Context: an optimization exercise on an open-source flow, tuned for small area, a short achievable clock period and few clock cycles. The choices shown serve that exercise and are no tape-out recipe.
The RTL was checked by simulation tests, not by an equivalence proof against the original design.
No activity file was given, so power comes from the tool's default toggle rates.

Setup of build 60:
==> flow/design.v (excerpt) <==
module matrix_mac_top
#(
  parameter int MATRIX_DIM = 4,
  parameter int ELEM_W     = 16
)
(
  input  logic                                    dca_port_11,
  input  logic                                    dca_port_17,
  input  logic                                    i_start,
  input  logic                                    i_clear,
  input  logic [1:0]                              i_opcode,
  input  logic                                    i_init_acc,
  input  logic [MATRIX_DIM-1:0]                   i_row_mask,
  input  logic [MATRIX_DIM-1:0]                   i_col_mask,
  input  logic [mac_pkg::STEP_W-1:0]              i_steps,
  input  logic [MATRIX_DIM*MATRIX_DIM*ELEM_W-1:0] i_lhs,
  input  logic [MATRIX_DIM*MATRIX_DIM*ELEM_W-1:0] i_rhs,
  output logic                                    o_busy,
  output logic                                    o_step_req,
  output logic                                    o_done,
  output logic [MATRIX_DIM*MATRIX_DIM*ELEM_W-1:0] o_result
);
Size: ~8000 cells after synthesis, roughly 790 I/O pins, roughly 0.077 sq mm of cells after synthesis.
==> flow/config.mk <==
export PLATFORM = sky130hd
export DESIGN_NAME = matrix_mac_top
export DESIGN_NICKNAME = matrix_mac_top
export VERILOG_FILES = /design/flow/design.v
export SDC_FILE = /design/flow/constraint.sdc
export NUM_CORES = 4
export LEC_CHECK = 0
export CAP_MARGIN = 20
export CORE_MARGIN = 2
export CORE_UTILIZATION = 40
export SETUP_SLACK_MARGIN = 2.5
export SLEW_MARGIN = 20
==> flow/constraint.sdc <==
create_clock -name core_clock -period 8.0 [get_ports {dca_port_11}]
set_input_delay 1.6000 -clock core_clock [delete_from_list [all_inputs] [get_ports {dca_port_11}]]
set_output_delay 1.6000 -clock core_clock [all_outputs]
set_load 0.01 [all_outputs]
standard.sh (not shown) runs the stock make flow with config.mk's settings and CLKGATE_MAP_FILE= SYNTH_SCRIPT=/design/flow/synth_recipe.tcl, a recipe that flattens the netlist after the stock synthesis.
==> flow/flow/run.sh <==
#!/bin/bash
# Layout flow: the standard flow (standard.sh) with two changes.
#  1. The port buffers are buf_2 cells instead of the clkdlybuf4s50_1 delay
#     cells that buffer_ports picks by default; every port still gets one.
#  2. After the standard synthesis (run unchanged), fa_polarity.py re-chooses
#     the polarity of each full-adder cell (a full adder is self-dual) so that
#     fewer inverters sit between them. Registers and all other cells are kept.
#     simeq.py compares the netlists by random simulation of every register
#     input and output; if they differ, the standard netlist is used as is.
set -euo pipefail
export BUFFER_PORTS_ARGS="-buffer_cell sky130_fd_sc_hd__buf_2"
R=orfs/results/${FLOW_PLATFORM}/matrix_mac_top/base
LIB=${FLOW_HOME}/platforms/${FLOW_PLATFORM}/lib/sky130_fd_sc_hd__tt_025C_1v80.lib

bash standard.sh synth > standard_synth.log 2>&1
cp "$R/1_2_yosys.v" "$R/1_2_yosys_standard.v"
if python3 flow/fa_polarity.py "$R/1_2_yosys_standard.v" polarity.v > fa_polarity.log 2>&1 &&
   python3 flow/simeq.py "$LIB" "$R/1_2_yosys_standard.v" polarity.v > simeq.log 2>&1; then
  cp polarity.v "$R/1_2_yosys.v"
  rm -f "$R/1_synth.odb" "$R/1_synth.sdc"
else
  echo "polarity step not used" >> fa_polarity.log
fi
bash standard.sh > standard_flow.log 2>&1
Other scripts of this flow, unchanged in this note and not shown: flow/flow/fa_polarity.py, flow/flow/simeq.py
Testbench counts of build 60, summed over its fixed seeds: cycles 7,501.
Input changes introduced in build 46 (baseline for comparison: build 60):
-- flow/flow/run.sh --
<<< build 60, line 1
#!/bin/bash
# Layout flow: the standard flow (standard.sh) with two changes.
#  1. The port buffers are buf_2 cells instead of the clkdlybuf4s50_1 delay
#     cells that buffer_ports picks by default; every port still gets one.
#  2. After the standard synthesis (run unchanged), fa_polarity.py re-chooses
>>> build 46, line 1
#!/bin/bash
# Layout flow: the standard flow (standard.sh) with two changes.
#  1. The port buffers are buf_1 cells instead of the clkdlybuf4s50_1 delay
#     cells that buffer_ports picks by default; every port still gets one.
#  2. After the standard synthesis (run unchanged), fa_polarity.py re-chooses
<<< build 60, line 9
#     input and output; if they differ, the standard netlist is used as is.
set -euo pipefail
export BUFFER_PORTS_ARGS="-buffer_cell sky130_fd_sc_hd__buf_2"
R=orfs/results/${FLOW_PLATFORM}/matrix_mac_top/base
LIB=${FLOW_HOME}/platforms/${FLOW_PLATFORM}/lib/sky130_fd_sc_hd__tt_025C_1v80.lib
>>> build 46, line 9
#     input and output; if they differ, the standard netlist is used as is.
set -euo pipefail
export BUFFER_PORTS_ARGS="-buffer_cell sky130_fd_sc_hd__buf_1"
R=orfs/results/${FLOW_PLATFORM}/matrix_mac_top/base
LIB=${FLOW_HOME}/platforms/${FLOW_PLATFORM}/lib/sky130_fd_sc_hd__tt_025C_1v80.lib
-- flow/config.mk --
<<< build 60, line 9
export CORE_MARGIN = 2
export CORE_UTILIZATION = 40
export SETUP_SLACK_MARGIN = 2.5
export SLEW_MARGIN = 20
>>> build 46, line 9
export CORE_MARGIN = 2
export CORE_UTILIZATION = 40
export SETUP_SLACK_MARGIN = 2.0
export SLEW_MARGIN = 20
==> run summary <==
The global-route usage in build 46 was lower than what build 60 gave.
Relative to build 60, via count decreased by about 3% in build 46.
Relative to build 60, power share of the combinational group decreased by 2.0 points in build 46.
Re post-placement cell count: build 46 is 129 up on build 60.
Power share of the clock group was lower in build 60 than in build 46.
Build 60 -> build 46: clock tree cell share of total cell area flat
Edits applied to the flow inputs when going from build 46 to build 55:
-- flow/flow/run.sh --
<<< build 46, line 1
#!/bin/bash
# Layout flow: the standard flow (standard.sh) with two changes.
#  1. The port buffers are buf_1 cells instead of the clkdlybuf4s50_1 delay
#     cells that buffer_ports picks by default; every port still gets one.
#  2. After the standard synthesis (run unchanged), fa_polarity.py re-chooses
>>> build 55, line 1
#!/bin/bash
# Layout flow: the standard flow (standard.sh) with two changes.
#  1. The port buffers are buf_2 cells instead of the clkdlybuf4s50_1 delay
#     cells that buffer_ports picks by default; every port still gets one.
#  2. After the standard synthesis (run unchanged), fa_polarity.py re-chooses
<<< build 46, line 9
#     input and output; if they differ, the standard netlist is used as is.
set -euo pipefail
export BUFFER_PORTS_ARGS="-buffer_cell sky130_fd_sc_hd__buf_1"
R=orfs/results/${FLOW_PLATFORM}/matrix_mac_top/base
LIB=${FLOW_HOME}/platforms/${FLOW_PLATFORM}/lib/sky130_fd_sc_hd__tt_025C_1v80.lib
>>> build 55, line 9
#     input and output; if they differ, the standard netlist is used as is.
set -euo pipefail
export BUFFER_PORTS_ARGS="-buffer_cell sky130_fd_sc_hd__buf_2"
R=orfs/results/${FLOW_PLATFORM}/matrix_mac_top/base
LIB=${FLOW_HOME}/platforms/${FLOW_PLATFORM}/lib/sky130_fd_sc_hd__tt_025C_1v80.lib
-- flow/config.mk --
<<< build 46, line 9
export CORE_MARGIN = 2
export CORE_UTILIZATION = 40
export SETUP_SLACK_MARGIN = 2.0
export SLEW_MARGIN = 20
>>> build 55, line 9
export CORE_MARGIN = 2
export CORE_UTILIZATION = 40
export SETUP_SLACK_MARGIN = 2.25
export SLEW_MARGIN = 20
==> run summary <==
- Build 55 | stages: all done | timing, DRC, antenna: all pass
- Build 55 gives more maximum VDD drop than build 46 did.
- Compared with build 46, placement density in the core of build 55 is higher.
- Cmp build 46 and build 55 / total number of cells along the worst setup path / higher: build 55
- Sort build 46 and build 55 by max-slew headroom at the worst pin asc -> top: build 55

## separate check: timing with driven ports
Ports are ideal in the flow. The routed layouts listed here were re-timed in OpenROAD. Step 1, drivers: a clkbuf_16 drives dca_port_11 and a buf_2 each remaining input, both assumed. Step 2 adds t to the input delays and takes it off the output delays; t is the mean of the earliest and latest rising clock arrival at the registers after step 1. Input paths then give back, and output paths get back, about the clock's delay inside the block. Three values: ideal, step 1, step 2; two values: the first two.
run | shift t [ns] | setup slack, ns | clock arrival spread, ns | slew at the worst register clock pin (ns)
build 60 | 0.819 | 2.280 / 2.297 / 1.523 | 0.033 / 0.033 | 0.07 / 0.07
build 46 | 0.826 | 1.962 / 2.015 / 1.189 | 0.045 / 0.045 | 0.08 / 0.08
build 55 | 0.814 | 2.261 / 2.234 / 1.420 | 0.054 / 0.054 | 0.07 / 0.07
After both steps setup and hold are still met in every run listed. For build 55, which loses most, drivers alone change the setup slack by -0.027 ns; drivers and shift together by -0.841 ns.
